This design comes from an exercise in tuning for small area on the open sky130 flow, not from production work.
At most, simulation tests tie the RTL to the original design; equivalence was not proved.
Only the layout flow was run in run 3; the RTL was not checked for function there.
The clock port is modelled as an ideal driver; clocking choices that lean on that would not hold on a real chip.
No activity file was given, so power comes from the tool's default toggle rates.

[flow/design.v]
package bmem_pkg;
    localparam int BEAT_W      = 64;
    localparam int BEATS       = 4;
    localparam int LINE_W      = BEAT_W * BEATS;
    localparam int OFFSET_BITS = 5;
endpackage
module rr_arbiter2 (
    input  logic req_i,
    input  logic req_d,
    input  logic last_d,
    output logic gnt_d,
    output logic any_req
);
    assign gnt_d   = req_d & (~req_i | ~last_d);
    assign any_req = req_i | req_d;
endmodule
module bmem_line_adapter #(
    parameter int ADDR_W = 32,
    parameter int BEAT_W = 64,
    parameter int BEATS  = 4
) (
    input  logic                      clk,
    input  logic                      rst,
    input  logic [ADDR_W-1:0]         i_addr,
    input  logic                      i_read,
    output logic [BEAT_W*BEATS-1:0]   i_rdata,
    output logic                      i_resp,
    input  logic [ADDR_W-1:0]         d_addr,
    input  logic                      d_read,
    input  logic                      d_write,
    input  logic [BEAT_W*BEATS-1:0]   d_wdata,
    output logic [BEAT_W*BEATS-1:0]   d_rdata,
    output logic                      d_resp,
    output logic [ADDR_W-1:0]         bmem_addr,
    output logic                      bmem_read,
    output logic                      bmem_write,
    output logic [BEAT_W-1:0]         bmem_wdata,
    input  logic                      bmem_ready,
    input  logic [ADDR_W-1:0]         bmem_raddr,
    input  logic [BEAT_W-1:0]         bmem_rdata,
    input  logic                      bmem_rvalid
);
    localparam int LINE_W = BEAT_W * BEATS;
    localparam int OFF    = bmem_pkg::OFFSET_BITS;
    logic              wr_q;     
    logic              rdi_q;    
    logic              rdw_q;    
    logic              resp_q;   
    logic              gnt_q;    
    logic [BEATS-1:0]  beat_n;    
    logic              idle;
    logic              gnt_d;
    logic              any_req;
    logic              beat_hit;
    logic              last;
    logic [ADDR_W-1:0] line_addr;
    logic [BEAT_W-1:0] beat_q [BEATS];
    rr_arbiter2 u_arb (
        .req_i   (i_read),
        .req_d   (d_read | d_write),
        .last_d  (gnt_q),
        .gnt_d   (gnt_d),
        .any_req (any_req)
    );
    assign idle      = ~(wr_q | rdi_q | rdw_q | resp_q);
    assign line_addr = {(gnt_q ? d_addr[ADDR_W-1:OFF] : i_addr[ADDR_W-1:OFF]), {OFF{1'b0}}};
    assign beat_hit  = rdw_q & bmem_rvalid & (bmem_raddr == line_addr);
    assign last      = ~beat_n[BEATS-1];
    always_ff @(posedge clk or posedge rst) begin
        if (rst) begin
            wr_q   <= 1'b0;
            rdi_q  <= 1'b0;
            rdw_q  <= 1'b0;
            resp_q <= 1'b0;
            gnt_q  <= 1'b0;
            beat_n  <= {{(BEATS-1){1'b1}}, 1'b0};
        end else begin
            if (idle && any_req) begin
                gnt_q <= gnt_d;
                wr_q  <= gnt_d & d_write;
                rdi_q <= ~(gnt_d & d_write);
            end
            if (wr_q && bmem_ready) begin
                beat_n <= {beat_n[BEATS-2:0], beat_n[BEATS-1]};
                if (last) begin
                    wr_q   <= 1'b0;
                    resp_q <= 1'b1;
                end
            end
            if (rdi_q && bmem_ready) begin
                rdi_q <= 1'b0;
                rdw_q <= 1'b1;
            end
            if (beat_hit) begin
                beat_n <= {beat_n[BEATS-2:0], beat_n[BEATS-1]};
                if (last) begin
                    rdw_q  <= 1'b0;
                    resp_q <= 1'b1;
                end
            end
            if (resp_q)
                resp_q <= 1'b0;
        end
    end
    always_ff @(posedge clk) begin
        for (int k = 0; k < BEATS - 1; k++)
            if (beat_hit && !beat_n[k])
                beat_q[k] <= bmem_rdata;
        beat_q[BEATS-1] <= bmem_rdata;
    end
    always_comb
        for (int k = 0; k < BEATS; k++)
            i_rdata[k*BEAT_W +: BEAT_W] = beat_q[k];
    assign d_rdata    = i_rdata;
    assign i_resp     = resp_q & ~gnt_q;
    assign d_resp     = resp_q & gnt_q;
    assign bmem_read  = rdi_q;
    assign bmem_write = wr_q;
    assign bmem_addr  = line_addr;
    always_comb begin
        bmem_wdata = '1;
        for (int k = 0; k < BEATS; k++)
            bmem_wdata &= d_wdata[k*BEAT_W +: BEAT_W] | {BEAT_W{beat_n[k]}};
    end
endmodule
[flow/flow/run.sh]
#!/bin/bash
# Own layout flow: the standard ORFS flow (standard.sh), with
#  - the port buffers that global placement inserts taken from the smallest
#    buffer cell,
#  - clock tree synthesis clustering more sinks per leaf buffer and adding
#    no dummy loads, and
#  - after CTS, clock buffers upsized only where the flip-flop clock-pin
#    slew needs it (flow/post_cts.tcl).
set -euo pipefail
here=$(cd "$(dirname "${BASH_SOURCE[0]}")" && pwd)
export BUFFER_PORTS_ARGS="-buffer_cell sky130_fd_sc_hd__buf_1"
export CTS_ARGS="-sink_clustering_enable -repair_clock_nets -sink_clustering_size 25 -sink_clustering_max_diameter 80 -buf_list sky130_fd_sc_hd__clkbuf_4 -dont_use_dummy_load"
export POST_CTS_TCL="$here/post_cts.tcl"
bash standard.sh > standard_flow.log 2>&1
[flow/flow/post_cts.tcl]
# Runs at the end of ORFS's CTS step (POST_CTS_TCL). Upsizes each clock buffer
# whose flip-flop clock pins see a slew above the target, one drive step at a
# time, then legalises the placement again. Before that, cells on paths with
# setup slack to spare are downsized (repair_timing -recover_power).
estimate_parasitics -placement
repair_timing -recover_power 100 -verbose
set clk_slew_target [expr {[info exists ::env(CLK_SLEW_TARGET)] ? $::env(CLK_SLEW_TARGET) : 0.115}]
set clk_sizes {sky130_fd_sc_hd__clkbuf_1 sky130_fd_sc_hd__clkbuf_2 sky130_fd_sc_hd__clkbuf_4 sky130_fd_sc_hd__clkbuf_8 sky130_fd_sc_hd__clkbuf_16}
for {set iter 0} {$iter < 4} {incr iter} {
  estimate_parasitics -placement
  set slow [dict create]
  foreach pin [get_pins -hierarchical */CLK] {
    set s [expr {max([get_property $pin slew_max_rise], [get_property $pin slew_max_fall])}]
    if {$s > $clk_slew_target} {
      set net [get_nets -of_objects $pin]
      foreach drv [get_pins -of_objects $net -filter "direction == output"] {
        dict set slow [get_property [get_cells -of_objects $drv] full_name] 1
      }
    }
  }
  if {[dict size $slow] == 0} { break }
  set n 0
  foreach name [dict keys $slow] {
    set inst [[ord::get_db_block] findInst $name]
    set m [[$inst getMaster] getName]
    set i [lsearch $clk_sizes $m]
    if {$i >= 0 && $i < [llength $clk_sizes] - 1} {
      replace_cell [get_cells $name] [lindex $clk_sizes [expr {$i + 1}]]
      incr n
    }
  }
  puts "post_cts: iteration $iter upsized $n clock buffers"
  if {$n == 0} { break }
}
detailed_placement
check_placement -verbose
estimate_parasitics -placement
[flow/standard.sh]
#!/bin/bash
# synth_recipe.tcl (not shown) runs the flow's synth.tcl, then flattens the netlist and writes it again
# the make line also repeats each setting of config.mk as NAME=value (left out here)
make -C /OpenROAD-flow-scripts/flow DESIGN_CONFIG=/design/flow/config.mk WORK_HOME=/design/flow/orfs CLKGATE_MAP_FILE= SYNTH_SCRIPT=/design/flow/synth_recipe.tcl "${@:-finish}"
[flow/config.mk]
export PLATFORM = sky130hd
export DESIGN_NAME = bmem_line_adapter
export DESIGN_NICKNAME = bmem_line_adapter
export VERILOG_FILES = /design/flow/design.v
export SDC_FILE = /design/flow/constraint.sdc
export NUM_CORES = 4
export LEC_CHECK = 0
export CAP_MARGIN = 20
export CORE_AREA = 10 10 390 390
export DIE_AREA = 0 0 400 400
export SLEW_MARGIN = 20
[flow/constraint.sdc]
create_clock -name core_clock -period 5.0 [get_ports {clk}]
set_input_delay 1.0000 -clock core_clock [delete_from_list [all_inputs] [get_ports {clk}]]
set_output_delay 1.0000 -clock core_clock [all_outputs]
set_load 0.01 [all_outputs]
==> results of run 1 <==
-- cells by family after synthesis --
group / synth area share, %
other cells: 0.0334
buf+inv: 18.7
xor+xnor: 2.11
flops: 64.8
simple gates: 3.43
mux: 3.21
compound gates: 7.71
-- cells in the final DEF, fill, tap and decap left out --
cell and count:
sky130_fd_sc_hd__a21oi_1 2, sky130_fd_sc_hd__a32o_1 1, sky130_fd_sc_hd__a32oi_1 1, sky130_fd_sc_hd__and2_1 1, sky130_fd_sc_hd__buf_1 821, sky130_fd_sc_hd__buf_12 1, sky130_fd_sc_hd__buf_16 1, sky130_fd_sc_hd__buf_4 2
sky130_fd_sc_hd__buf_6 2, sky130_fd_sc_hd__clkbuf_1 201, sky130_fd_sc_hd__clkbuf_16 7, sky130_fd_sc_hd__clkbuf_4 12, sky130_fd_sc_hd__clkbuf_8 4, sky130_fd_sc_hd__conb_1 5, sky130_fd_sc_hd__dfrtp_1 5, sky130_fd_sc_hd__dfrtp_4 1
sky130_fd_sc_hd__dfstp_4 3, sky130_fd_sc_hd__dfxtp_1 64, sky130_fd_sc_hd__diode_2 8, sky130_fd_sc_hd__edfxtp_1 192, sky130_fd_sc_hd__inv_1 2, sky130_fd_sc_hd__mux2_1 16, sky130_fd_sc_hd__mux2_2 15, sky130_fd_sc_hd__nand2_1 6
sky130_fd_sc_hd__nand2b_1 1, sky130_fd_sc_hd__nand4_1 2, sky130_fd_sc_hd__nor2_1 65, sky130_fd_sc_hd__nor2b_1 1, sky130_fd_sc_hd__nor3_1 2, sky130_fd_sc_hd__nor3b_1 1, sky130_fd_sc_hd__nor4_1 8, sky130_fd_sc_hd__nor4_4 2
sky130_fd_sc_hd__o21ai_0 3, sky130_fd_sc_hd__o22ai_1 128, sky130_fd_sc_hd__o31ai_2 1, sky130_fd_sc_hd__or4_1 1, sky130_fd_sc_hd__xor2_1 27
-- layer usage --
metal	GRT usage [%]	vias to the layer above
met4	1.75	60
met1	16.0	5186
li1	-	4313
met3	5.52	210
met2	22.3	896
met5	0	-
-- critical path: stages, from the launching register on --
cell	delay [ps]
sky130_fd_sc_hd__dfstp_4	1040
sky130_fd_sc_hd__clkbuf_1	750
sky130_fd_sc_hd__o22ai_1	150
sky130_fd_sc_hd__nor2_1	220
sky130_fd_sc_hd__buf_1	190
-- final timing paths --
kind,from,end,slack [ps],cells past startpoint
setup / recovery,beat_n[3]$_DFFE_PP1P_,bmem_wdata[11],830,4
hold / removal,rst,gnt_q$_DFFE_PP0N_,220,2
setup reg to reg,gnt_q$_DFFE_PP0N_,beat_q[2][30]$_DFFE_PP_,1000,7
hold reg to reg,resp_q$_DFF_PP0_,resp_q$_DFF_PP0_,560,1
max in group asynchronous,rst,beat_n[0]$_DFFE_PP0P_,4390,2
min in group core_clock,bmem_rdata[43],beat_q[3][43]$_DFF_P_,230,1
-- power breakdown --
part	internal [uW]	switching (uW)	leakage (uW)	total [uW]
Sequential	2390	44.6	0.00237	2440
Combinational	274	559	0.00178	833
Clock	422	708	0.000170	1130
-- area by class of cell --
type / instances / area [sq um] / share of cell area (%)
antenna: 8 / 20.0 / 0.127
clock buffer: 23 / 320 / 2.02
inverter: 2 / 7.51 / 0.0475
multi-input combinational: 289 / 1880 / 11.9
sequential: 265 / 7290 / 46.1
tap: 1903 / 2380 / 15.1
timing repair buffer: 1028 / 3920 / 24.8
-- stage by stage --
| stage | utilization [%] | hold WS [ps] | cell area (sq um) | setup TNS, ps | instances |
|---|---|---|---|---|---|
| after floorplan | - | 438 | 11300 | -230180 | 849 |
| after global placement | 10.8 | 526 | 15500 | 0 | 3486 |
| after detailed placement | 10.8 | 535 | 15500 | 0 | 3486 |
| final | 11.0 | 218 | 15800 | 0 | 3518 |
| after global routing | 11.0 | 125 | 15800 | 0 | 3514 |
-- sequential cells by signal, summed over array words and instances (netlist names) --
register / cells
beat_q: 256
beat_n: 4
gnt_q: 1
rdi_q: 1
rdw_q: 1
resp_q: 1
wr_q: 1
-- cells in the mapped netlist --
cell                       number  area (sq um)
sky130_fd_sc_hd__buf_4        262          1970
sky130_fd_sc_hd__edfxtp_1     192          5770
sky130_fd_sc_hd__o22ai_1      128           801
sky130_fd_sc_hd__nor2_1        65           244
sky130_fd_sc_hd__dfxtp_1       64          1280
sky130_fd_sc_hd__mux2_2        28           315
sky130_fd_sc_hd__xor2_1        27           236
sky130_fd_sc_hd__clkbuf_1      21          78.8
sky130_fd_sc_hd__nor4_1        10          62.6
sky130_fd_sc_hd__buf_1          8          30.0
sky130_fd_sc_hd__dfrtp_1        6           150
sky130_fd_sc_hd__nand2_1        6          22.5
sky130_fd_sc_hd__dfstp_2        3          78.8
sky130_fd_sc_hd__mux2_4         3          45.0
sky130_fd_sc_hd__o21ai_0        3          15.0
sky130_fd_sc_hd__a21oi_1        2          10.0
sky130_fd_sc_hd__buf_6          2          22.5
sky130_fd_sc_hd__inv_1          2          7.51
sky130_fd_sc_hd__nand4_1        2          12.5
sky130_fd_sc_hd__nor3_1         2          10.0
sky130_fd_sc_hd__a32o_1         1          10.0
sky130_fd_sc_hd__a32oi_1        1          8.76
sky130_fd_sc_hd__and2_1         1          6.26
sky130_fd_sc_hd__conb_1         1          3.75
sky130_fd_sc_hd__nand2b_1       1          6.26
sky130_fd_sc_hd__nor2b_1        1          6.26
sky130_fd_sc_hd__nor3b_1        1          7.51
sky130_fd_sc_hd__o31ai_4        1          21.3
sky130_fd_sc_hd__or4_1          1          7.51
==> impl_summary.log, run 1 <==
INFO  metric status = timing/DRC/antenna clean
INFO  metric drtAntennaViolNets = 0
INFO  metric globalRoute.totalOverflow = 0
INFO  metric synth-seq-cells = about 270
INFO  metric layout.nets = ~2,000
INFO  metric fin_crit_sh = approximately 83%
INFO  metric post_synth.cell_area_avg = 13.3 sq um
INFO  metric design_power_total = approximately 4400 uW
INFO  metric viasPerCell = around 3.0
INFO  metric die-height = roughly 400 um
INFO  metric maxCapViolations = 0
INFO  metric routedLengthMet1 = between 40 and 50 mm
INFO  metric tritoncts_num_sinks = around 270
INFO  metric std_cell_rows = roughly 140
INFO  metric io_pins = ~1,000
INFO  metric syn_area = between 10,000 and 15,000 sq um
INFO  metric timing_max_transition_violations_final = 0
INFO  metric rsz0062_at_grt = false
INFO  metric fp.dieArea = about 160,000 sq um
INFO  metric avgRoutedWirePerCell = between 30 and 40 um
INFO  metric port_buffers = just over 1,000
INFO  metric timing.final.hold_violations = 0
INFO  metric cp_data_required_time = around 4000 ps
INFO  metric drive_above_1_share = between 3 and 4%
INFO  metric gp_congestion = 0.961
INFO  metric grt_use_total = between 10% and 20%
INFO  metric endpoint_kind = primary output
INFO  metric max_freq = between 200 and 250 MHz
INFO  metric criticalPathCategory = flip-flop to primary output
INFO  metric worstPathArrival = between 3000 and 4000 ps
INFO  metric vdd_drop_max = ~0.32 mV
INFO  metric synth_cells = 845
INFO  metric final_min_period = 4170 ps
INFO  metric setup_viol = 0
INFO  metric crit_fanout = between 50 and 60
INFO  metric top_layer_used = met5
INFO  metric core_region_area = approximately 140,000 sq um
INFO  metric postRouteWirelength = about 110 mm
INFO  metric chipWidth = ~400 um
INFO  metric cts_tree = built
INFO  metric route.vias.total = around 11,000
INFO  metric initial_utilization = 7.83%
INFO  metric vias_in_the_first_global_route = 10,400
INFO  metric synth-seq-area-share = 64.8%
INFO  metric dr_wl_met2 = ~55 mm
INFO  metric clk_pin_slew = 80 ps
INFO  metric dr_wl_met3 = around 12 mm
INFO  metric leakage_power = about 0.0043 uW
INFO  metric clock_latency = 930 ps
INFO  metric cp-start-kind = flip-flop
INFO  metric antenna_found_initial = 90
INFO  metric grt_start_max_net_pins = a little under 70
INFO  metric grt_first_pass_wirelength = between 100 and 150 mm
INFO  metric number_of_distinct_library_cells_after_synthesis = 29
INFO  metric synthesis.yosys.warnings = 2
INFO  metric dp_worst_setup_slack = ~980 ps
INFO  metric finalWorstSetupSlack = roughly 830 ps
INFO  metric drt_first_pass_iters = 5
INFO  metric finalClockSkew = approximately 200 ps
INFO  metric slew_headroom = approximately 28%
INFO  metric synthToLayoutAreaGrowth = 40.8%
INFO  metric nFillCells = ~17,000
INFO  metric hp-class = input pin to async pin
INFO  metric detail_route.iter0.violations = 986
INFO  metric post-route-drc-count = 0
INFO  metric worst_pin_slew = approximately 1100 ps
INFO  metric detailedPlacementHpwl = 104 mm
INFO  metric power_density = between 200 and 300 nW/um^2
==> run 2, diff against run 1 <==
--- a/flow/config.mk
+++ b/flow/config.mk
@@ -7,5 +7,5 @@
 export LEC_CHECK = 0
 export CAP_MARGIN = 20
-export CORE_AREA = 10 10 390 390
-export DIE_AREA = 0 0 400 400
+export CORE_AREA = 10 10 350 350
+export DIE_AREA = 0 0 360 360
 export SLEW_MARGIN = 20
==> run 2 against run 1 <==
Still clean. Register-to-register slack barely moved. Die area is 19% lower. Worst hold slack got worse by 130 ps. Non-clock buffer count increased by 12. First-iteration DRC count shrank 9.7%. Cell count shrank 10%. Final area shrank 2.2%. Area after synthesis did not move. Power shrank 0.91%. Synthesized cell count did not move. Critical endpoint is now beat_q[1][36]$_DFFE_PP_.
==> impl_summary.log, run 2 <==
INFO  metric status = timing/DRC/antenna clean
INFO  metric timing.rr.end = beat_q[1][36]$_DFFE_PP_
INFO  metric maxCapViolations = 0 (unchanged)
INFO  metric synth-seq-cells = 265 (unchanged)
INFO  metric synth-async-reset-ratio = 3.40% (unchanged)
INFO  metric reg2regPathDepth = 7 (unchanged)
INFO  metric cts_tree = built
INFO  metric crit_fanout = 24 (-54%)
INFO  metric synthesis.yosys.warnings = 2 (unchanged)
INFO  metric beginning_of_the_critical_path = gnt_q$_DFFE_PP0N_
INFO  metric criticalPathCategory = flip-flop to flip-flop
INFO  metric route.vias.total = 10,500 (-1.8%)
INFO  metric synth-main-ff-cell = sky130_fd_sc_hd__edfxtp_1
INFO  metric vdd_drop_max = 0.238 mV (-26%)
INFO  metric leakage_power = 0.00437 uW (+1.1%)
INFO  metric post_synth.cell_area_avg = 13.3 sq um (unchanged)
INFO  metric rsz0062_at_grt = false
INFO  metric worst_pin_slew = 1010 ps (-74.1 ps)
INFO  metric drtAntennaViolNets = 0 (unchanged)
INFO  metric yosysTopAreaCell = sky130_fd_sc_hd__edfxtp_1
INFO  metric cp-start-kind = flip-flop
INFO  metric dp_worst_setup_slack = 731 ps (-246 ps)
INFO  metric postRouteWirelength = 112 mm (-2.4%)
INFO  metric synth.top_cell.area_share = 51.3% (unchanged)
INFO  metric layout.nets = 2,040 (+0.39%)
INFO  metric drt_first_pass_iters = 5 (unchanged)
INFO  metric std_cell_rows = 124 (-11%)
INFO  metric synthToLayoutAreaGrowth = 37.7%
INFO  metric largest_register_ff_count = 256 (unchanged)
INFO  metric commonest_cells_after_routing_fill_and_taps_aside = sky130_fd_sc_hd__buf_1 (835), sky130_fd_sc_hd__edfxtp_1 (192), sky130_fd_sc_hd__clkbuf_1 (192)
INFO  metric synth_area_leaders = sky130_fd_sc_hd__edfxtp_1 (51%), sky130_fd_sc_hd__buf_4 (18%), sky130_fd_sc_hd__dfxtp_1 (11%)
INFO  metric worstPathArrival = 4460 ps (+1290 ps)
INFO  metric synth_adder_area_share = 0% (unchanged)
INFO  metric grt_start_max_net_pins = 69 (+1.5%)
INFO  metric port_buffers = 1,019 (unchanged)
INFO  metric avgRoutedWirePerCell = 35.5 um (+8.7%)
INFO  metric setup_viol = 0 (unchanged)
INFO  metric clk_pin_slew = 100 ps (+20 ps)
INFO  metric cp_data_required_time = 5460 ps (+1460 ps)
INFO  metric synthMuxAreaShare = 3.21% (unchanged)
INFO  metric viasPerCell = 3.32 (+9.4%)
INFO  metric top_flop_regs = beat_q (256), beat_n (4)
INFO  metric globalRoute.totalOverflow = 0 (unchanged)
INFO  metric post-route-util = 13.5% (+2.5 points)
INFO  metric detail_route.iter0.violations = 890 (-9.7%)
INFO  metric numPlacedInstances = 3,106 (-11%)
INFO  metric final_min_period = 4000 ps (-170 ps)
INFO  metric synth_compound_gate_area_share = 7.71% (unchanged)
INFO  metric grt_use_total = 16.3% (+3.1 points)
INFO  metric synthXorXnorAreaFrac = 2.11% (unchanged)
INFO  metric initial_utilization = 9.81% (+2.0 points)
INFO  metric post_synth_and_or_nand_nor_area_fraction = 3.43% (unchanged)
INFO  metric final_cell_count_no_fill = 3,158 (-10%)
INFO  metric timing_max_transition_violations_final = 0 (unchanged)
INFO  metric chipWidth = 360 um (-10%)
INFO  metric slew_headroom = 32.1% (+4.1 points)
INFO  metric synth.most_common_cell = sky130_fd_sc_hd__buf_4
INFO  metric syn_area = 11,200 sq um (unchanged)
INFO  metric netlist_top_cells_count = sky130_fd_sc_hd__buf_4 (262), sky130_fd_sc_hd__edfxtp_1 (192), sky130_fd_sc_hd__o22ai_1 (128), sky130_fd_sc_hd__nor2_1 (65), sky130_fd_sc_hd__dfxtp_1 (64)
INFO  metric regMostFlops = beat_q
INFO  metric combinational_family_with_the_most_area_after_synthesis = buffers and inverters
INFO  metric synth-seq-area-share = 64.8% (unchanged)
INFO  metric synth-edff-count = 192 (unchanged)
INFO  metric core_region_area = 115,000 sq um (-20%)
INFO  metric clock_latency = 850 ps (-80 ps)
INFO  metric fin_crit_sh = 80.0% (-3.4 points)
INFO  metric finalWorstSetupSlack = 999 ps (+170 ps)
INFO  metric worst_setup_path_endpoint = beat_q[1][36]$_DFFE_PP_
INFO  metric synth_cells = 845 (unchanged)
INFO  metric gp_congestion = 0.856 (-11%)
INFO  metric endpoint_kind = flip-flop
INFO  metric power_density = 282 nW/um^2 (+1.3%)
INFO  metric tritoncts_num_sinks = 265 (unchanged)
INFO  metric number_of_distinct_library_cells_after_synthesis = 29 (unchanged)
INFO  metric fp.dieArea = 130,000 sq um (-19%)
INFO  metric finalClockSkew = 84.0 ps (-111 ps)
INFO  metric vias_in_the_first_global_route = 10,500 (+0.97%)
INFO  metric drive_above_1_share = 2.85% (-0.33 points)
INFO  metric hp-class = input pin to async pin
INFO  metric detailedPlacementHpwl = 102 mm (-1.8%)
INFO  metric antenna_found_initial = 119 (+32%)
INFO  metric max_freq = 250 MHz (+4.2%)
INFO  metric grt_first_pass_wirelength = 136 mm (+0.95%)
INFO  metric rrSetupSlack = 1000 ps (about the same)
INFO  metric io_pins = 1,035 (unchanged)
INFO  metric mostFrequentLayoutCell = sky130_fd_sc_hd__buf_1
INFO  metric beginning_of_the_worst_register_to_register_path = gnt_q$_DFFE_PP0N_
INFO  metric post-route-drc-count = 0 (unchanged)
INFO  metric timing.final.hold_violations = 0 (unchanged)
INFO  metric die-height = 360 um (-10%)
## run 2: cell counts after synthesis
No cell type changed its count.
## run 2: metal layers
| layer | track usage [%] | up-vias | routed length, um |
|---|---|---|---|
| li1 | - | 4365 | - |
| met1 | 19.1 | 5022 | 44900 |
| met5 | 0 | - | 269 |
| met3 | 6.73 | 193 | 10600 |
| met4 | 4.29 | 40 | 3540 |
| met2 | 27.3 | 851 | 52700 |
## run 2: cell families after synthesis
family | count (synthesis)
buffers and inverters | 295
DFF | 265
AOI/OAI and AO/OA | 136
and+or+nand+nor | 90
muxes | 31
xor gates and xnor gates | 27
other | 1
## run 2: layout make-up
| cell class | instances | area (sq um) |
|---|---|---|
| clock buffers | 19 | 313 |
| repair buffers | 1040 | 4040 |
| flip-flops and latches | 265 | 7290 |
| well taps | 1512 | 1890 |
| fillers | 13200 | 99000 |
| diodes | 31 | 77.6 |
| multi-input cells | 289 | 1860 |
| inverters | 2 | 7.51 |
## run 2: metrics by stage
step / hold slack (ps) / power (uW) / cell area (sq um) / setup TNS (ps)
floorplan: 438 / 2890 / 11300 / -230180
detailed placement: 482 / 3280 / 15200 / 0
finish: 87.4 / 4360 / 15500 / 0
global placement: 478 / 3270 / 15100 / 0
global route: 2.38 / 4540 / 15400 / 0
## run 2: worst min-delay path by stage
stage,end,slack (ps),start
after detailed placement,resp_q$_DFF_PP0_,480,resp_q$_DFF_PP0_
final,rdi_q$_DFFE_PP0P_,90,rst
after floorplan,resp_q$_DFF_PP0_,440,resp_q$_DFF_PP0_
after global routing,beat_n[0]$_DFFE_PP0P_,2,rst
after global placement,resp_q$_DFF_PP0_,480,resp_q$_DFF_PP0_
## run 2: where the power goes
| part | internal [uW] | total (uW) | switching [uW] |
|---|---|---|---|
| Combinational | 279 | 764 | 485 |
| Sequential | 2390 | 2440 | 50.9 |
| Clock | 423 | 1150 | 730 |
## run 2: worst max-delay path, cell delays in order (launching register included)
cell and delay (ps):
sky130_fd_sc_hd__dfrtp_1 610, sky130_fd_sc_hd__buf_12 260, sky130_fd_sc_hd__mux2_1 520, sky130_fd_sc_hd__xor2_1 200, sky130_fd_sc_hd__or4_1 670, sky130_fd_sc_hd__nor4_1 480, sky130_fd_sc_hd__clkbuf_1 400, sky130_fd_sc_hd__clkbuf_1 420
==> run 3, diff against run 2 <==
--- a/flow/design.v
+++ b/flow/design.v
@@ -104,7 +104,9 @@
     end
     always_ff @(posedge clk) begin
-        for (int k = 0; k < BEATS - 1; k++)
-            if (beat_hit && !beat_n[k])
-                beat_q[k] <= bmem_rdata;
+        if (beat_hit && !last) begin
+            for (int k = 0; k < BEATS - 2; k++)
+                beat_q[k] <= beat_q[k+1];
+            beat_q[BEATS-2] <= bmem_rdata;
+        end
         beat_q[BEATS-1] <= bmem_rdata;
     end
--- a/flow/config.mk
+++ b/flow/config.mk
@@ -7,5 +7,5 @@
 export LEC_CHECK = 0
 export CAP_MARGIN = 20
-export CORE_AREA = 10 10 350 350
-export DIE_AREA = 0 0 360 360
+export CORE_AREA = 10 10 390 390
+export DIE_AREA = 0 0 400 400
 export SLEW_MARGIN = 20
==> run 3 against run 2 <==
Sequential power about the same. Cell count is 14% higher. Area after synthesis grew 0.74%. Clock skew increased by 130 ps. Sequential cell count did not move. Largest power group unchanged. Count of clock-buffer cells in the layout increased by 9.
==> impl_summary.log, run 3 <==
INFO  metric mostFrequentLayoutCell = sky130_fd_sc_hd__buf_1
INFO  metric synth_cells = 843 (-0.24%)
INFO  metric dr_wl_met2 = 60.2 mm (+14%)
INFO  metric dr_wl_met3 = 16.2 mm (+52%)
INFO  metric setup_viol = 0 (unchanged)
INFO  metric number_of_distinct_library_cells_after_synthesis = 33 (+14%)
INFO  metric worstHoldEndpoint = beat_q[3][47]$_DFF_P_
INFO  metric avgRoutedWirePerCell = 35.0 um (-1.3%)
INFO  metric synth.most_common_cell = sky130_fd_sc_hd__buf_4
INFO  metric timing.final.hold_violations = 0 (unchanged)
INFO  metric seq_power_share = 53.3% (-2.7 points)
INFO  metric rrSetupSlack = 1260 ps (+260 ps)
INFO  metric numPlacedInstances = 3,491 (+12%)
INFO  metric post-route-drc-count = 0 (unchanged)
INFO  metric clock_latency = 1030 ps (+180 ps)
INFO  metric dp_worst_setup_slack = 1040 ps (+305 ps)
INFO  metric drt_first_pass_iters = 5 (unchanged)
INFO  metric design_area = 16,500 sq um (+6.4%)
INFO  metric cts_tree = built
INFO  metric synthesis.yosys.warnings = 2 (unchanged)
INFO  metric final_min_period = 4270 ps (+268 ps)
INFO  metric worstHoldStart = bmem_rdata[47]
INFO  metric final_cell_count_no_fill = 3,594 (+14%)
INFO  metric fin_crit_sh = 85.4% (+5.4 points)
INFO  metric timing.rr.end = beat_q[2][16]$_DFFE_PP_
INFO  metric whs_path_depth = 1
INFO  metric finalClockSkew = 216 ps (+132 ps)
INFO  metric viasPerCell = 3.04 (-8.3%)
INFO  metric clk_pin_slew = 110 ps (about the same)
INFO  metric grt_first_pass_wirelength = 147 mm (+8.3%)
INFO  metric dpl_cell_area = 15,600 sq um (+2.9%)
INFO  metric detail_route.iter0.violations = 1,001 (+12%)
INFO  metric power_frac_comb = 18.4% (+0.9 points)
INFO  metric top_layer_used = met5
INFO  metric maxCapViolations = 0 (unchanged)
INFO  metric std_cell_rows = 139 (+12%)
INFO  metric power.switching_fraction = 30.3% (+1.2 points)
INFO  metric power_density = 275 nW/um^2 (-2.5%)
INFO  metric design_power_total = 4520 uW (+3.8%)
INFO  metric tritoncts_num_sinks = 265 (unchanged)
INFO  metric chipWidth = 400 um (+11%)
INFO  metric seqCellArea = 7280 sq um (-0.14%)
INFO  metric port_buffers = 1,019 (unchanged)
INFO  metric clock_power_share = 28.2% (+1.7 points)
INFO  metric grt_use_total = 14.6% (-1.7 points)
INFO  metric grt_start_max_net_pins = 74 (+7.2%)
INFO  metric beginning_of_the_worst_register_to_register_path = gnt_q$_DFFE_PP0N_
INFO  metric finalWorstSetupSlack = 731 ps (-268 ps)
INFO  metric status = timing/DRC/antenna clean
INFO  metric max_freq = 234 MHz (-6.3%)
INFO  metric commonest_cells_after_routing_fill_and_taps_aside = sky130_fd_sc_hd__buf_1 (788), sky130_fd_sc_hd__clkbuf_1 (233), sky130_fd_sc_hd__edfxtp_1 (192)
INFO  metric vias_in_the_first_global_route = 10,800 (+2.9%)
INFO  metric io_pins = 1,035 (unchanged)
INFO  metric drive_above_1_share = 3.41% (+0.56 points)
INFO  metric timing_max_transition_violations_final = 0 (unchanged)
INFO  metric yosysTopAreaCell = sky130_fd_sc_hd__edfxtp_1
INFO  metric worst_pin_slew = 1110 ps (+97.5 ps)
INFO  metric rsz0062_at_grt = false
INFO  metric synthToLayoutAreaGrowth = 45.5%
INFO  metric leakage_power = 0.00463 uW (+5.9%)
INFO  metric route.vias.total = 10,900 (+4.4%)
INFO  metric drtAntennaViolNets = 0 (unchanged)
INFO  metric synth_area_leaders = sky130_fd_sc_hd__edfxtp_1 (51%), sky130_fd_sc_hd__buf_4 (17%), sky130_fd_sc_hd__dfxtp_1 (11%)
INFO  metric core_region_area = 143,000 sq um (+25%)
INFO  metric p_int = 3150 uW (+2.0%)
INFO  metric largest_register_ff_count = 256 (unchanged)
INFO  metric fin_worst_hold_slack = 99.7 ps (+12.3 ps)
INFO  metric fp.dieArea = 160,000 sq um (+23%)
INFO  metric postRouteWirelength = 126 mm (+12%)
INFO  metric slew_headroom = 25.6% (-6.6 points)
INFO  metric nFillCells = 16,500 (+25%)
INFO  metric die-height = 400 um (+11%)
INFO  metric top_flop_regs = beat_q (256), beat_n (4)
INFO  metric netSwitchingPower = 1370 uW (+8.1%)
INFO  metric synth-edff-count = 192 (unchanged)
INFO  metric regMostFlops = beat_q
INFO  metric post_synth.cell_area_avg = 13.4 sq um (+0.97%)
INFO  metric routedLengthMet1 = 47.0 mm (+4.8%)
INFO  metric synth-seq-cells = 265 (unchanged)
INFO  metric cp-start-kind = flip-flop
INFO  metric reg2regPathDepth = 9 (+2)
INFO  metric gp_congestion = 1.01 (+18%)
INFO  metric vdd_drop_max = 0.326 mV (+37%)
INFO  metric detailedPlacementHpwl = 115 mm (+12%)
INFO  metric antenna_found_initial = 76 (-36%)
INFO  metric hp-class = input pin to flip-flop
INFO  metric globalRoute.totalOverflow = 0 (unchanged)
INFO  metric layout.nets = 2,096 (+2.7%)
INFO  metric worstPathArrival = 3270 ps (-1190 ps)
INFO  metric netlist_top_cells_count = sky130_fd_sc_hd__buf_4 (261), sky130_fd_sc_hd__edfxtp_1 (192), sky130_fd_sc_hd__o22ai_1 (128), sky130_fd_sc_hd__nor2_1 (65), sky130_fd_sc_hd__dfxtp_1 (64)
INFO  metric syn_area = 11,300 sq um (+0.74%)
INFO  metric synth-main-ff-cell = sky130_fd_sc_hd__edfxtp_1
INFO  metric crit_fanout = 30 (+25%)
INFO  metric initial_utilization = 7.89% (-1.9 points)
INFO  metric cp_data_required_time = 4000 ps (-1460 ps)
INFO  metric synth.top_cell.area_share = 51.0% (-0.37 points)
INFO  metric endpoint_kind = primary output
INFO  metric synth-async-reset-ratio = 3.40% (unchanged)
INFO  metric multiInputGateArea = 1880 sq um (+1.0%)
INFO  metric criticalPathCategory = flip-flop to primary output
INFO  metric synth-seq-area-share = 64.3% (-0.47 points)
==> run 3: worst max-delay path by stage <==
stage | from | to | slack [ps] | cells past startpoint
floorplan | i_addr[5] | beat_q[0][0]$_DFFE_PP_ | -3580 | 4
global placement | gnt_q$_DFFE_PP0N_ | beat_q[1][33]$_DFFE_PP_ | 1070 | 8
detailed placement | gnt_q$_DFFE_PP0N_ | beat_q[1][33]$_DFFE_PP_ | 1040 | 8
global route | beat_n[1]$_DFFE_PP1P_ | bmem_wdata[8] | 490 | 4
finish | beat_n[1]$_DFFE_PP1P_ | bmem_wdata[7] | 730 | 4
==> run 3: logic make-up after synthesis <==
logic type / synth area share, %
AOI/OAI and AO/OA: 7.65
and+or+nand+nor: 3.54
xor gates and xnor gates: 2.09
buffers and inverters: 18.7
muxes: 3.72
other: 0.0331
DFF: 64.3
==> run 3: power by group through the flow <==
stage | Combinational (uW) | Sequential, uW | Clock, uW
after detailed placement | 784 | 2520 | 0
final | 833 | 2410 | 1280
after global routing | 889 | 2420 | 1450
after floorplan | 451 | 2470 | 0
after global placement | 774 | 2520 | 0
==> run 3: layout make-up <==
class	instances	area share, %
antenna	20	0.304
clock buffer	28	2.17
inverter	2	0.0456
multi-input combinational	287	11.4
sequential	265	44.2
tap	1903	14.5
timing repair buffer	1089	27.4
==> run 3: through the flow <==
stage          TNS, ps  utilization (%)
3_5_place_dp         0             10.9
6_report             0             11.5
5_1_grt              0             11.5
3_3_place_gp         0             10.9
2_1_floorplan  -687620                -
==> run 3: layer usage <==
| layer | vias up | global-route usage [%] |
|---|---|---|
| met4 | 36 | 2.15 |
| met5 | - | 0 |
| li1 | 4461 | - |
| met2 | 863 | 24.7 |
| met3 | 169 | 7.33 |
| met1 | 5404 | 16.8 |
==> run 3: worst max-delay path: stages, from the launching register on <==
cell and delay, ps:
sky130_fd_sc_hd__dfstp_2 1010, sky130_fd_sc_hd__buf_4 450, sky130_fd_sc_hd__o22ai_1 330, sky130_fd_sc_hd__nor2_1 230, sky130_fd_sc_hd__clkbuf_1 360
==> run 4, diff against run 3 <==
--- a/flow/design.v
+++ b/flow/design.v
@@ -104,9 +104,7 @@
     end
     always_ff @(posedge clk) begin
-        if (beat_hit && !last) begin
-            for (int k = 0; k < BEATS - 2; k++)
-                beat_q[k] <= beat_q[k+1];
-            beat_q[BEATS-2] <= bmem_rdata;
-        end
+        for (int k = 0; k < BEATS - 1; k++)
+            if (beat_hit && !beat_n[k])
+                beat_q[k] <= bmem_rdata;
         beat_q[BEATS-1] <= bmem_rdata;
     end
--- a/flow/flow/run.sh
+++ b/flow/flow/run.sh
@@ -10,5 +10,6 @@
 here=$(cd "$(dirname "${BASH_SOURCE[0]}")" && pwd)
 export BUFFER_PORTS_ARGS="-buffer_cell sky130_fd_sc_hd__buf_1"
-export CTS_ARGS="-sink_clustering_enable -repair_clock_nets -sink_clustering_size 25 -sink_clustering_max_diameter 80 -buf_list sky130_fd_sc_hd__clkbuf_4 -dont_use_dummy_load"
+export CTS_ARGS="-sink_clustering_enable -repair_clock_nets -sink_clustering_size 30 -sink_clustering_max_diameter 100 -buf_list sky130_fd_sc_hd__clkbuf_4 -dont_use_dummy_load"
 export POST_CTS_TCL="$here/post_cts.tcl"
+export PRE_GLOBAL_PLACE_TCL="$here/pre_gpl.tcl"
 bash standard.sh > standard_flow.log 2>&1
--- a/flow/flow/post_cts.tcl
+++ b/flow/flow/post_cts.tcl
@@ -5,5 +5,5 @@
 estimate_parasitics -placement
 repair_timing -recover_power 100 -verbose
-set clk_slew_target [expr {[info exists ::env(CLK_SLEW_TARGET)] ? $::env(CLK_SLEW_TARGET) : 0.115}]
+set clk_slew_target [expr {[info exists ::env(CLK_SLEW_TARGET)] ? $::env(CLK_SLEW_TARGET) : 0.122}]
 set clk_sizes {sky130_fd_sc_hd__clkbuf_1 sky130_fd_sc_hd__clkbuf_2 sky130_fd_sc_hd__clkbuf_4 sky130_fd_sc_hd__clkbuf_8 sky130_fd_sc_hd__clkbuf_16}
 for {set iter 0} {$iter < 4} {incr iter} {
==> flow/flow/pre_gpl.tcl (new file) <==
# Runs at the start of ORFS's global placement (PRE_GLOBAL_PLACE_TCL). With
# timing-driven placement off, ORFS keeps the synthesis buffers; remove them
# here as the timing-driven flow does, before the ports are buffered.
remove_buffers
--- a/flow/config.mk
+++ b/flow/config.mk
@@ -9,3 +9,4 @@
 export CORE_AREA = 10 10 390 390
 export DIE_AREA = 0 0 400 400
+export GPL_TIMING_DRIVEN = 0
 export SLEW_MARGIN = 20
==> run 4 against run 3 <==
Via count is 2.5% lower. Fmax shrank 11%. Critical path depth grew 5. Worst setup slack got worse by 540 ps. Wire length down 9.0%. Sequential cell count unchanged. Global-route usage shrank 1.5 points. Sequential share of layout area rose by 1.4 points. Critical endpoint is now beat_q[0][39]$_DFFE_PP_. Largest cell class unchanged. Largest power group unchanged. Count of clock-buffer cells in the layout fell by 11. Register-to-register slack worse by 1100 ps. Synthesized cell count increased by 0.24%.
==> impl_summary.log, run 4 <==
INFO  metric fp.dieArea = 160,000 sq um (unchanged)
INFO  metric core_region_area = 143,000 sq um (unchanged)
INFO  metric drtAntennaViolNets = 0 (unchanged)
INFO  metric route.vias.total = 10,700 (-2.5%)
INFO  metric seq_power_share = 57.8% (+4.5 points)
INFO  metric grt_use_total = 13.2% (-1.5 points)
INFO  metric timing_max_transition_violations_final = 0 (unchanged)
INFO  metric combinational_family_with_the_most_area_after_synthesis = buffers and inverters
INFO  metric final_min_period = 4800 ps (+535 ps)
INFO  metric layout.nets = 2,047 (-2.3%)
INFO  metric postRouteWirelength = 115 mm (-9.0%)
INFO  metric initial_utilization = 7.83% (-0.058 points)
INFO  metric synthXorXnorAreaFrac = 2.11% (+0.015 points)
INFO  metric drt_first_pass_iters = 5 (unchanged)
INFO  metric port_buffers = 1,019 (unchanged)
INFO  metric yosysTopAreaCell = sky130_fd_sc_hd__edfxtp_1
INFO  metric clock_power_share = 24.7% (-3.5 points)
INFO  metric rrSetupSlack = 200 ps (-1060 ps)
INFO  metric cp-start-kind = flip-flop
INFO  metric commonest_cells_after_routing_fill_and_taps_aside = sky130_fd_sc_hd__buf_1 (835), sky130_fd_sc_hd__edfxtp_1 (192), sky130_fd_sc_hd__clkbuf_1 (192)
INFO  metric max_freq = 208 MHz (-11%)
INFO  metric synth_compound_gate_area_share = 7.71% (+0.056 points)
INFO  metric power_frac_comb = 17.5% (-0.9 points)
INFO  metric post-route-util = 11.1% (-0.34 points)
INFO  metric netlist_top_cells_count = sky130_fd_sc_hd__buf_4 (262), sky130_fd_sc_hd__edfxtp_1 (192), sky130_fd_sc_hd__o22ai_1 (128), sky130_fd_sc_hd__nor2_1 (65), sky130_fd_sc_hd__dfxtp_1 (64)
INFO  metric beginning_of_the_worst_register_to_register_path = gnt_q$_DFFE_PP0N_
INFO  metric grt_start_max_net_pins = 54 (-27%)
INFO  metric syn_area = 11,200 sq um (-0.73%)
INFO  metric std_cell_rows = 139 (unchanged)
INFO  metric crit_fanout = 32 (+6.7%)
INFO  metric power_density = 270 nW/um^2 (-1.8%)
INFO  metric post_synth_and_or_nand_nor_area_fraction = 3.43% (-0.11 points)
INFO  metric leakage_power = 0.00441 uW (-4.7%)
INFO  metric worst_path_max_delay_cell = sky130_fd_sc_hd__nor4_1
INFO  metric worstPathArrival = 5340 ps (+2070 ps)
INFO  metric number_of_distinct_library_cells_after_synthesis = 29 (-12%)
INFO  metric detail_route.iter0.violations = 1,007 (+0.60%)
INFO  metric synth-seq-area-share = 64.8% (+0.47 points)
INFO  metric die-height = 400 um (unchanged)
INFO  metric synthMuxAreaShare = 3.21% (-0.51 points)
INFO  metric io_pins = 1,035 (unchanged)
INFO  metric timing.final.hold_violations = 0 (unchanged)
INFO  metric setup_viol = 0 (unchanged)
INFO  metric netSwitchingPower = 1290 uW (-6.0%)
INFO  metric finalClockSkew = 52.4 ps (-164 ps)
INFO  metric synth.top_cell.area_share = 51.3% (+0.37 points)
INFO  metric detailedPlacementHpwl = 106 mm (-8.1%)
INFO  metric chipWidth = 400 um (unchanged)
INFO  metric status = timing/DRC/antenna clean
INFO  metric antenna_found_initial = 88 (+16%)
INFO  metric nFillCells = 16,600 (+0.58%)
INFO  metric top_flop_regs = beat_q (256), beat_n (4)
INFO  metric p_int = 3020 uW (-4.2%)
INFO  metric finalSetupTns = 0 ps (unchanged)
INFO  metric globalRoute.totalOverflow = 0 (unchanged)
INFO  metric regMostFlops = beat_q
INFO  metric reg2regPathDepth = 9 (unchanged)
INFO  metric cp_cell_sequence = mux2_1, xor2_1, nor4_1, nand4_1, nor4_1, clkbuf_1, buf_6, buf_6, clkbuf_2
INFO  metric largest_register_ff_count = 256 (unchanged)
INFO  metric grt_first_pass_wirelength = 133 mm (-9.3%)
INFO  metric worst_pin_slew = 925 ps (-182 ps)
INFO  metric synth_area_leaders = sky130_fd_sc_hd__edfxtp_1 (51%), sky130_fd_sc_hd__buf_4 (18%), sky130_fd_sc_hd__dfxtp_1 (11%)
INFO  metric cp_data_required_time = 5540 ps (+1540 ps)
INFO  metric beginning_of_the_critical_path = gnt_q$_DFFE_PP0N_
INFO  metric multiInputGateArea = 1840 sq um (-1.8%)
INFO  metric fin_crit_sh = 96.1% (+11 points)
INFO  metric synth.most_common_cell = sky130_fd_sc_hd__buf_4
INFO  metric mostFrequentLayoutCell = sky130_fd_sc_hd__buf_1
INFO  metric clk_pin_slew = 110 ps (about the same)
INFO  metric post_synth.cell_area_avg = 13.3 sq um (-0.96%)
INFO  metric post-route-drc-count = 0 (unchanged)
INFO  metric gp_congestion = 0.944 (-6.2%)
INFO  metric clock_latency = 840 ps (-190 ps)
INFO  metric cp_slowest_stage_delay = 770 ps (-240 ps)
INFO  metric cts_tree = built
INFO  metric synth-edff-count = 192 (unchanged)
INFO  metric seqCellArea = 7290 sq um (+0.12%)
INFO  metric endpoint_kind = flip-flop
INFO  metric maxCapViolations = 0 (unchanged)
INFO  metric tritoncts_num_sinks = 265 (unchanged)
INFO  metric slew_headroom = 38.3% (+13 points)
INFO  metric synth-main-ff-cell = sky130_fd_sc_hd__edfxtp_1
INFO  metric synthToLayoutAreaGrowth = 42.2%
INFO  metric vias_in_the_first_global_route = 10,300 (-4.7%)
INFO  metric worst_setup_path_endpoint = beat_q[0][39]$_DFFE_PP_
INFO  metric synth_cells = 845 (+0.24%)
INFO  metric hp-class = input pin to async pin
INFO  metric drive_above_1_share = 3.33% (-0.082 points)
INFO  metric timing.rr.end = beat_q[0][39]$_DFFE_PP_
INFO  metric avgRoutedWirePerCell = 32.3 um (-7.8%)
INFO  metric synth_adder_area_share = 0% (unchanged)
INFO  metric vdd_drop_max = 0.338 mV (+3.7%)
INFO  metric power.switching_fraction = 29.9% (-0.41 points)
INFO  metric viasPerCell = 3.01 (-1.1%)
INFO  metric criticalPathCategory = flip-flop to flip-flop
INFO  metric design_power_total = 4310 uW (-4.7%)
INFO  metric synth-seq-cells = 265 (unchanged)
INFO  metric rsz0062_at_grt = false
INFO  metric synth-async-reset-ratio = 3.40% (unchanged)
INFO  metric synthesis.yosys.warnings = 2 (unchanged)
[run 4: cell families after synthesis]
group,after synthesis
other,1
DFF,265
AOI/OAI and AO/OA,136
and+or+nand+nor,90
xor gates and xnor gates,27
muxes,31
buffers and inverters,295
[run 4: critical path: cells and delay by family, from the launching register on]
family / cells / cell delay [ps]
xor+xnor: 1 / 220
flops: 1 / 730
mux: 1 / 410
buf+inv: 4 / 1380
simple gates: 3 / 1720
[run 4: power by group through the flow]
| stage | Combinational [uW] | Sequential (uW) | Clock, uW |
|---|---|---|---|
| final | 756 | 2490 | 1060 |
| after global routing | 804 | 2500 | 1190 |
| after detailed placement | 785 | 2530 | 0 |
| after global placement | 781 | 2530 | 0 |
| after floorplan | 404 | 2490 | 0 |
[run 4: per-stage QoR]
step	setup WS (ps)	instance area, sq um	hold WS [ps]	cells
final	196	16000	118	3546
after global placement	-7250	15400	510	3478
after detailed placement	483	15800	518	3508
after floorplan	-1200	11300	438	849
after global routing	110	15900	92.3	3528
[run 4: worst min path at each step]
stage	slack [ps]	endpoint	startpoint
2_1_floorplan	440	resp_q$_DFF_PP0_	resp_q$_DFF_PP0_
3_3_place_gp	510	resp_q$_DFF_PP0_	resp_q$_DFF_PP0_
3_5_place_dp	520	resp_q$_DFF_PP0_	resp_q$_DFF_PP0_
5_1_grt	90	beat_n[0]$_DFFE_PP0P_	rst
6_report	120	beat_n[0]$_DFFE_PP0P_	rst
[run 4: cell type report]
| class | instances | share of cell area, % |
|---|---|---|
| flip-flops and latches | 265 | 45.6 |
| repair buffers | 1049 | 25.9 |
| well taps | 1903 | 14.9 |
| multi-input cells | 289 | 11.5 |
| clock buffers | 17 | 1.68 |
| diodes | 21 | 0.329 |
| inverters | 2 | 0.0470 |
[run 4: layer usage]
metal	share of wire (%)	GRT usage, %	routed length (um)	vias to the layer above
met5	0.27	0	308	-
met4	2.3	1.82	2670	50
met3	10	5.00	11500	191
met2	47	22.2	54100	856
met1	40	16.2	45900	5213
li1	-	-	-	4354
==> run 5, diff against run 4 <==
--- a/flow/flow/run.sh
+++ b/flow/flow/run.sh
@@ -12,4 +12,3 @@
 export CTS_ARGS="-sink_clustering_enable -repair_clock_nets -sink_clustering_size 30 -sink_clustering_max_diameter 100 -buf_list sky130_fd_sc_hd__clkbuf_4 -dont_use_dummy_load"
 export POST_CTS_TCL="$here/post_cts.tcl"
-export PRE_GLOBAL_PLACE_TCL="$here/pre_gpl.tcl"
 bash standard.sh > standard_flow.log 2>&1
--- a/flow/config.mk
+++ b/flow/config.mk
@@ -9,4 +9,3 @@
 export CORE_AREA = 10 10 390 390
 export DIE_AREA = 0 0 400 400
-export GPL_TIMING_DRIVEN = 0
 export SLEW_MARGIN = 20
removed: flow/flow/pre_gpl.tcl
==> run 5 against run 4 <==
Still clean. Via count is 0.49% lower. Wire length is 0.21% higher. Combinational power up 9.7%. Area after synthesis did not move. Count of clock-buffer cells in the layout grew 1. Highest routed layer unchanged.
==> impl_summary.log, run 5 <==
INFO  metric status = timing/DRC/antenna clean
INFO  metric grt_use_total = 13.2% (+0.049 points)
INFO  metric beginning_of_the_critical_path = beat_n[3]$_DFFE_PP1P_
INFO  metric design_power_total = 4340 uW (+0.74%)
INFO  metric io_pins = 1,035 (unchanged)
INFO  metric finalClockSkew = 112 ps (+59.2 ps)
INFO  metric synth-edff-count = 192 (unchanged)
INFO  metric yosysTopAreaCell = sky130_fd_sc_hd__edfxtp_1
INFO  metric maxCapViolations = 0 (unchanged)
INFO  metric grt_start_max_net_pins = 68 (+26%)
INFO  metric antenna_found_initial = 88 (unchanged)
INFO  metric synth-seq-area-share = 64.8% (unchanged)
INFO  metric synth-main-ff-cell = sky130_fd_sc_hd__edfxtp_1
INFO  metric worst_pin_slew = 1000 ps (+76.1 ps)
INFO  metric std_cell_rows = 139 (unchanged)
INFO  metric tritoncts_num_sinks = 265 (unchanged)
INFO  metric p_int = 3050 uW (+0.77%)
INFO  metric power_density = 275 nW/um^2 (+1.9%)
INFO  metric worstPathArrival = 3210 ps (-2130 ps)
INFO  metric setup_viol = 0 (unchanged)
INFO  metric max_freq = 237 MHz (+14%)
INFO  metric die-height = 400 um (unchanged)
INFO  metric dp_worst_setup_slack = 977 ps (+494 ps)
INFO  metric regMostFlops = beat_q
INFO  metric timing_max_transition_violations_final = 0 (unchanged)
INFO  metric clock_latency = 870 ps (+30 ps)
INFO  metric power.switching_fraction = 29.8% (about the same)
INFO  metric netSwitchingPower = 1300 uW (+0.67%)
INFO  metric netlist_top_cells_count = sky130_fd_sc_hd__buf_4 (262), sky130_fd_sc_hd__edfxtp_1 (192), sky130_fd_sc_hd__o22ai_1 (128), sky130_fd_sc_hd__nor2_1 (65), sky130_fd_sc_hd__dfxtp_1 (64)
INFO  metric clk_pin_slew = 100 ps (about the same)
INFO  metric port_buffers = 1,019 (unchanged)
INFO  metric drt_first_pass_iters = 6 (+1)
INFO  metric synth.top_cell.area_share = 51.3% (unchanged)
INFO  metric synth.most_common_cell = sky130_fd_sc_hd__buf_4
INFO  metric grt_first_pass_wirelength = 134 mm (+0.68%)
INFO  metric drtAntennaViolNets = 0 (unchanged)
INFO  metric multiInputGateArea = 1880 sq um (+1.9%)
INFO  metric fp.dieArea = 160,000 sq um (unchanged)
INFO  metric crit_fanout = 52 (+63%)
INFO  metric avgRoutedWirePerCell = 32.6 um (+0.92%)
INFO  metric criticalPathCategory = flip-flop to primary output
INFO  metric detail_route.iter0.violations = 1,012 (+0.50%)
INFO  metric beginning_of_the_worst_register_to_register_path = gnt_q$_DFFE_PP0N_
INFO  metric power_frac_comb = 19.1% (+1.6 points)
INFO  metric core_region_area = 143,000 sq um (unchanged)
INFO  metric cts_tree = built
INFO  metric drive_above_1_share = 2.87% (-0.46 points)
INFO  metric vias_in_the_first_global_route = 10,400 (+0.94%)
INFO  metric syn_area = 11,200 sq um (unchanged)
INFO  metric synth_cells = 845 (unchanged)
INFO  metric post-route-drc-count = 0 (unchanged)
INFO  metric synth-seq-cells = 265 (unchanged)
INFO  metric largest_register_ff_count = 256 (unchanged)
INFO  metric rsz0062_at_grt = false
INFO  metric initial_utilization = 7.83% (unchanged)
INFO  metric vdd_drop_max = 0.369 mV (+9.0%)
INFO  metric cp_data_required_time = 4000 ps (-1540 ps)
INFO  metric synth-async-reset-ratio = 3.40% (unchanged)
INFO  metric slew_headroom = 33.3% (-5.1 points)
INFO  metric final_min_period = 4210 ps (-592 ps)
INFO  metric viasPerCell = 3.01 (+0.22%)
INFO  metric hp-class = input pin to async pin
INFO  metric cp-start-kind = flip-flop
INFO  metric clock_power_share = 24.8% (about the same)
INFO  metric reg2regPathDepth = 7 (-2)
INFO  metric layout.nets = 2,027 (-0.98%)
INFO  metric fin_crit_sh = 84.2% (-12 points)
INFO  metric synthesis.yosys.warnings = 2 (unchanged)
INFO  metric number_of_distinct_library_cells_after_synthesis = 29 (unchanged)
INFO  metric commonest_cells_after_routing_fill_and_taps_aside = sky130_fd_sc_hd__buf_1 (821), sky130_fd_sc_hd__clkbuf_1 (201), sky130_fd_sc_hd__edfxtp_1 (192)
INFO  metric top_flop_regs = beat_q (256), beat_n (4)
INFO  metric leakage_power = 0.00430 uW (-2.4%)
INFO  metric postRouteWirelength = 115 mm (+0.21%)
INFO  metric post_synth.cell_area_avg = 13.3 sq um (unchanged)
INFO  metric seq_power_share = 56.1% (-1.7 points)
INFO  metric timing.final.hold_violations = 0 (unchanged)
INFO  metric synthToLayoutAreaGrowth = 40.6%
INFO  metric nFillCells = 16,600 (+0.096%)
INFO  metric finalWorstSetupSlack = 788 ps (+592 ps)
INFO  metric detailedPlacementHpwl = 104 mm (-1.5%)
INFO  metric route.vias.total = 10,600 (-0.49%)
INFO  metric synth_area_leaders = sky130_fd_sc_hd__edfxtp_1 (51%), sky130_fd_sc_hd__buf_4 (18%), sky130_fd_sc_hd__dfxtp_1 (11%)
INFO  metric mostFrequentLayoutCell = sky130_fd_sc_hd__buf_1
INFO  metric chipWidth = 400 um (unchanged)
INFO  metric globalRoute.totalOverflow = 0 (unchanged)
INFO  metric endpoint_kind = primary output
INFO  metric gp_congestion = 0.961 (+1.8%)
INFO  metric seqCellArea = 7290 sq um (about the same)
==> run 5: final timing paths <==
check	to	slack, ps
setup / recovery	bmem_wdata[10]	790
hold / removal	resp_q$_DFF_PP0_	210
setup reg to reg	beat_q[2][59]$_DFFE_PP_	890
hold reg to reg	resp_q$_DFF_PP0_	570
max in group asynchronous	beat_n[0]$_DFFE_PP0P_	4420
min in group core_clock	beat_q[3][32]$_DFF_P_	290
==> run 5: power by group through the flow <==
| stage | clock network, uW | logic [uW] | registers (uW) |
|---|---|---|---|
| finish | 1080 | 829 | 2440 |
| detailed placement | 0 | 847 | 2490 |
| floorplan | 0 | 404 | 2490 |
| global placement | 0 | 838 | 2480 |
| global route | 1220 | 879 | 2440 |
==> run 5: stage by stage <==
stage	utilization (%)	instance area (sq um)	setup TNS [ps]	hold slack (ps)	cells
final	11.0	15800	0	211	3521
after global routing	11.0	15800	0	123	3512
after detailed placement	10.8	15500	0	535	3486
after global placement	10.8	15500	0	526	3486
after floorplan	-	11300	-230180	438	849
==> run 5: cells by family (layout without fill, tap and decap cells) <==
family                    after synthesis  after routing  synth area share (%)
AOI/OAI and AO/OA                     136            136                  7.71
xor gates and xnor gates               27             27                  2.11
buffers and inverters                 295           1048                  18.7
DFF                                   265            265                  64.8
muxes                                  31             31                  3.21
other                                   1             21                0.0334
and+or+nand+nor                        90             90                  3.43
==> run 5: layout make-up <==
type | instances | share of cell area, %
antenna | 16 | 0.253
clock buffer | 18 | 1.78
inverter | 2 | 0.0475
multi-input combinational | 289 | 11.9
sequential | 265 | 46.1
tap | 1903 | 15.1
timing repair buffer | 1028 | 24.8
==> run 5: per-layer routing <==
layer	vias to the layer above	global-route usage (%)	share of wire [%]
li1	4310	-	-
met1	5163	15.5	38
met2	879	22.2	48
met3	206	6.17	12
met4	54	2.08	2.1
met5	-	0.847	0.47
==> run 5: worst max-delay path: stages, from the launching register on <==
cell and delay (ps):
sky130_fd_sc_hd__dfstp_4 1050, sky130_fd_sc_hd__clkbuf_1 770, sky130_fd_sc_hd__o22ai_1 140, sky130_fd_sc_hd__nor2_1 130
sky130_fd_sc_hd__clkbuf_1 300
==> run 6, diff against run 5 <==
--- a/flow/flow/run.sh
+++ b/flow/flow/run.sh
@@ -5,4 +5,9 @@
 #  - clock tree synthesis clustering more sinks per leaf buffer and adding
 #    no dummy loads, and
+#  - the pins that meet at the same cells placed side by side on the edge
+#    (place_pins -group_pins): per read-data bit, the bmem_rdata bit with the
+#    four i_rdata and four d_rdata bits it feeds; per write-data bit, the four
+#    d_wdata bits with their bmem_wdata bit; per address bit, i_addr, d_addr,
+#    bmem_addr and bmem_raddr,
 #  - after CTS, clock buffers upsized only where the flip-flop clock-pin
 #    slew needs it (flow/post_cts.tcl).
@@ -11,4 +16,17 @@
 export BUFFER_PORTS_ARGS="-buffer_cell sky130_fd_sc_hd__buf_1"
 export CTS_ARGS="-sink_clustering_enable -repair_clock_nets -sink_clustering_size 30 -sink_clustering_max_diameter 100 -buf_list sky130_fd_sc_hd__clkbuf_4 -dont_use_dummy_load"
+groups=""
+for b in $(seq 0 63); do
+  g="bmem_rdata[$b]"
+  for k in 0 1 2 3; do g="$g i_rdata[$((64*k+b))] d_rdata[$((64*k+b))]"; done
+  groups="$groups -group_pins {$g}"
+  g="bmem_wdata[$b]"
+  for k in 0 1 2 3; do g="$g d_wdata[$((64*k+b))]"; done
+  groups="$groups -group_pins {$g}"
+done
+for b in $(seq 5 31); do
+  groups="$groups -group_pins {i_addr[$b] d_addr[$b] bmem_addr[$b] bmem_raddr[$b]}"
+done
+export PLACE_PINS_ARGS="$groups"
 export POST_CTS_TCL="$here/post_cts.tcl"
 bash standard.sh > standard_flow.log 2>&1
==> run 6 against run 5 <==
The run now fails in I/O pin placement. Area after synthesis unchanged. Synthesized cell count unchanged.
==> impl_summary.log, run 6 <==
INFO  metric chipWidth = 400 um (unchanged)
INFO  metric synth-seq-area-share = 64.8% (unchanged)
INFO  metric std_cell_rows = 139 (unchanged)
INFO  metric synth.most_common_cell = sky130_fd_sc_hd__buf_4
INFO  metric synthesis.yosys.warnings = 2 (unchanged)
INFO  metric synth_area_leaders = sky130_fd_sc_hd__edfxtp_1 (51%), sky130_fd_sc_hd__buf_4 (18%), sky130_fd_sc_hd__dfxtp_1 (11%)
INFO  metric stop_error = [ERROR PPL-0086] Pin group of size 5 was not assigned.
INFO  metric post_synth.cell_area_avg = 13.3 sq um (unchanged)
INFO  metric failing_step = I/O pin placement
INFO  metric synth-edff-count = 192 (unchanged)
INFO  metric initial_utilization = 7.83% (unchanged)
INFO  metric number_of_distinct_library_cells_after_synthesis = 29 (unchanged)
INFO  metric synth-async-reset-ratio = 3.40% (unchanged)
INFO  metric synth-seq-cells = 265 (unchanged)
INFO  metric synth.top_cell.area_share = 51.3% (unchanged)
INFO  metric netlist_top_cells_count = sky130_fd_sc_hd__buf_4 (262), sky130_fd_sc_hd__edfxtp_1 (192), sky130_fd_sc_hd__o22ai_1 (128), sky130_fd_sc_hd__nor2_1 (65), sky130_fd_sc_hd__dfxtp_1 (64)
INFO  metric die-height = 400 um (unchanged)
INFO  metric synth-main-ff-cell = sky130_fd_sc_hd__edfxtp_1
INFO  metric synth_cells = 845 (unchanged)
INFO  metric status = did not finish
INFO  metric yosysTopAreaCell = sky130_fd_sc_hd__edfxtp_1
INFO  metric syn_area = 11,200 sq um (unchanged)
run 6: cell counts after synthesis:
Identical to the previous run, type by type.
run 6: logic make-up after synthesis:
| kind of cell | Yosys count | share of synthesized area, % |
|---|---|---|
| AO/OA/AOI/OAI | 136 | 7.71 |
| XOR/XNOR | 27 | 2.11 |
| buffers and inverters | 295 | 18.7 |
| flip-flops | 265 | 64.8 |
| multiplexers | 31 | 3.21 |
| other | 1 | 0.0334 |
| AND/OR/NAND/NOR | 90 | 3.43 |
==> run 7, diff against run 6 <==
--- a/flow/flow/run.sh
+++ b/flow/flow/run.sh
@@ -28,5 +28,5 @@
   groups="$groups -group_pins {i_addr[$b] d_addr[$b] bmem_addr[$b] bmem_raddr[$b]}"
 done
-export PLACE_PINS_ARGS="$groups"
+export PLACE_PINS_ARGS="-annealing $groups"
 export POST_CTS_TCL="$here/post_cts.tcl"
 bash standard.sh > standard_flow.log 2>&1
==> run 7 against run 6 <==
The flow again stops in I/O pin placement. Area after synthesis is the same. Synthesized cell count is the same.
==> impl_summary.log, run 7 <==
INFO  metric synth.most_common_cell = sky130_fd_sc_hd__buf_4
INFO  metric die-height = 400 um (unchanged)
INFO  metric synth-seq-area-share = 64.8% (unchanged)
INFO  metric synthesis.yosys.warnings = 2 (unchanged)
INFO  metric synth-edff-count = 192 (unchanged)
INFO  metric chipWidth = 400 um (unchanged)
INFO  metric syn_area = 11,200 sq um (unchanged)
INFO  metric yosysTopAreaCell = sky130_fd_sc_hd__edfxtp_1
INFO  metric netlist_top_cells_count = sky130_fd_sc_hd__buf_4 (262), sky130_fd_sc_hd__edfxtp_1 (192), sky130_fd_sc_hd__o22ai_1 (128), sky130_fd_sc_hd__nor2_1 (65), sky130_fd_sc_hd__dfxtp_1 (64)
INFO  metric synth_area_leaders = sky130_fd_sc_hd__edfxtp_1 (51%), sky130_fd_sc_hd__buf_4 (18%), sky130_fd_sc_hd__dfxtp_1 (11%)
INFO  metric synth.top_cell.area_share = 51.3% (unchanged)
INFO  metric failing_step = I/O pin placement
INFO  metric number_of_distinct_library_cells_after_synthesis = 29 (unchanged)
INFO  metric synth-async-reset-ratio = 3.40% (unchanged)
INFO  metric stop_error = [ERROR PPL-0107] Invalid pin placement.
INFO  metric synth-seq-cells = 265 (unchanged)
INFO  metric synth-main-ff-cell = sky130_fd_sc_hd__edfxtp_1
INFO  metric post_synth.cell_area_avg = 13.3 sq um (unchanged)
INFO  metric synth_cells = 845 (unchanged)
INFO  metric initial_utilization = 7.83% (unchanged)
INFO  metric status = did not finish
INFO  metric std_cell_rows = 139 (unchanged)
-- run 7: cell counts after synthesis --
Identical to the previous run, type by type.
-- run 7: cells by family after synthesis --
kind of cell | after synthesis | synth area share, %
xor+xnor | 27 | 2.11
compound gates | 136 | 7.71
other cells | 1 | 0.0334
mux | 31 | 3.21
buf+inv | 295 | 18.7
simple gates | 90 | 3.43
flops | 265 | 64.8

## port drivers added, routing unchanged
How much do the figures lean on ideal ports? The routed layouts below were timed once more, with nothing changed but the port constraints.
Step 1: set_driving_cell puts a clkbuf_16 on clk and a buf_2 on each other input, an assumption about the parent block.
Step 2, shift: input delay + t, output delay - t, t = (earliest + latest rising clock arrival at the registers) / 2. This alone moves slack from input paths to output paths.
a / b / c = ideal / step 1 / step 2; a / b = the first two.
run | t, ns | setup slack, ns | worst hold slack (ns)
run 1 | 0.879 | 0.829 / 0.772 / 0.661 | 0.218 / 0.207 / 0.562
run 2 | 0.865 | 0.999 / 0.999 / 0.770 | 0.087 / 0.077 / 0.504
run 3 | 0.984 | 0.731 / 0.671 / 0.751 | 0.100 / 0.079 / 0.280
run 4 | 0.880 | 0.196 / 0.196 / -0.085 | 0.118 / 0.192 / 0.530
run 5 | 0.859 | 0.788 / 0.729 / 0.587 | 0.211 / 0.256 / 0.567
Met with ideal ports but missed after step 2: setup timing in run 4. For run 4, which loses most, drivers alone change the setup slack by 0.000 ns; drivers and shift together by -0.281 ns.
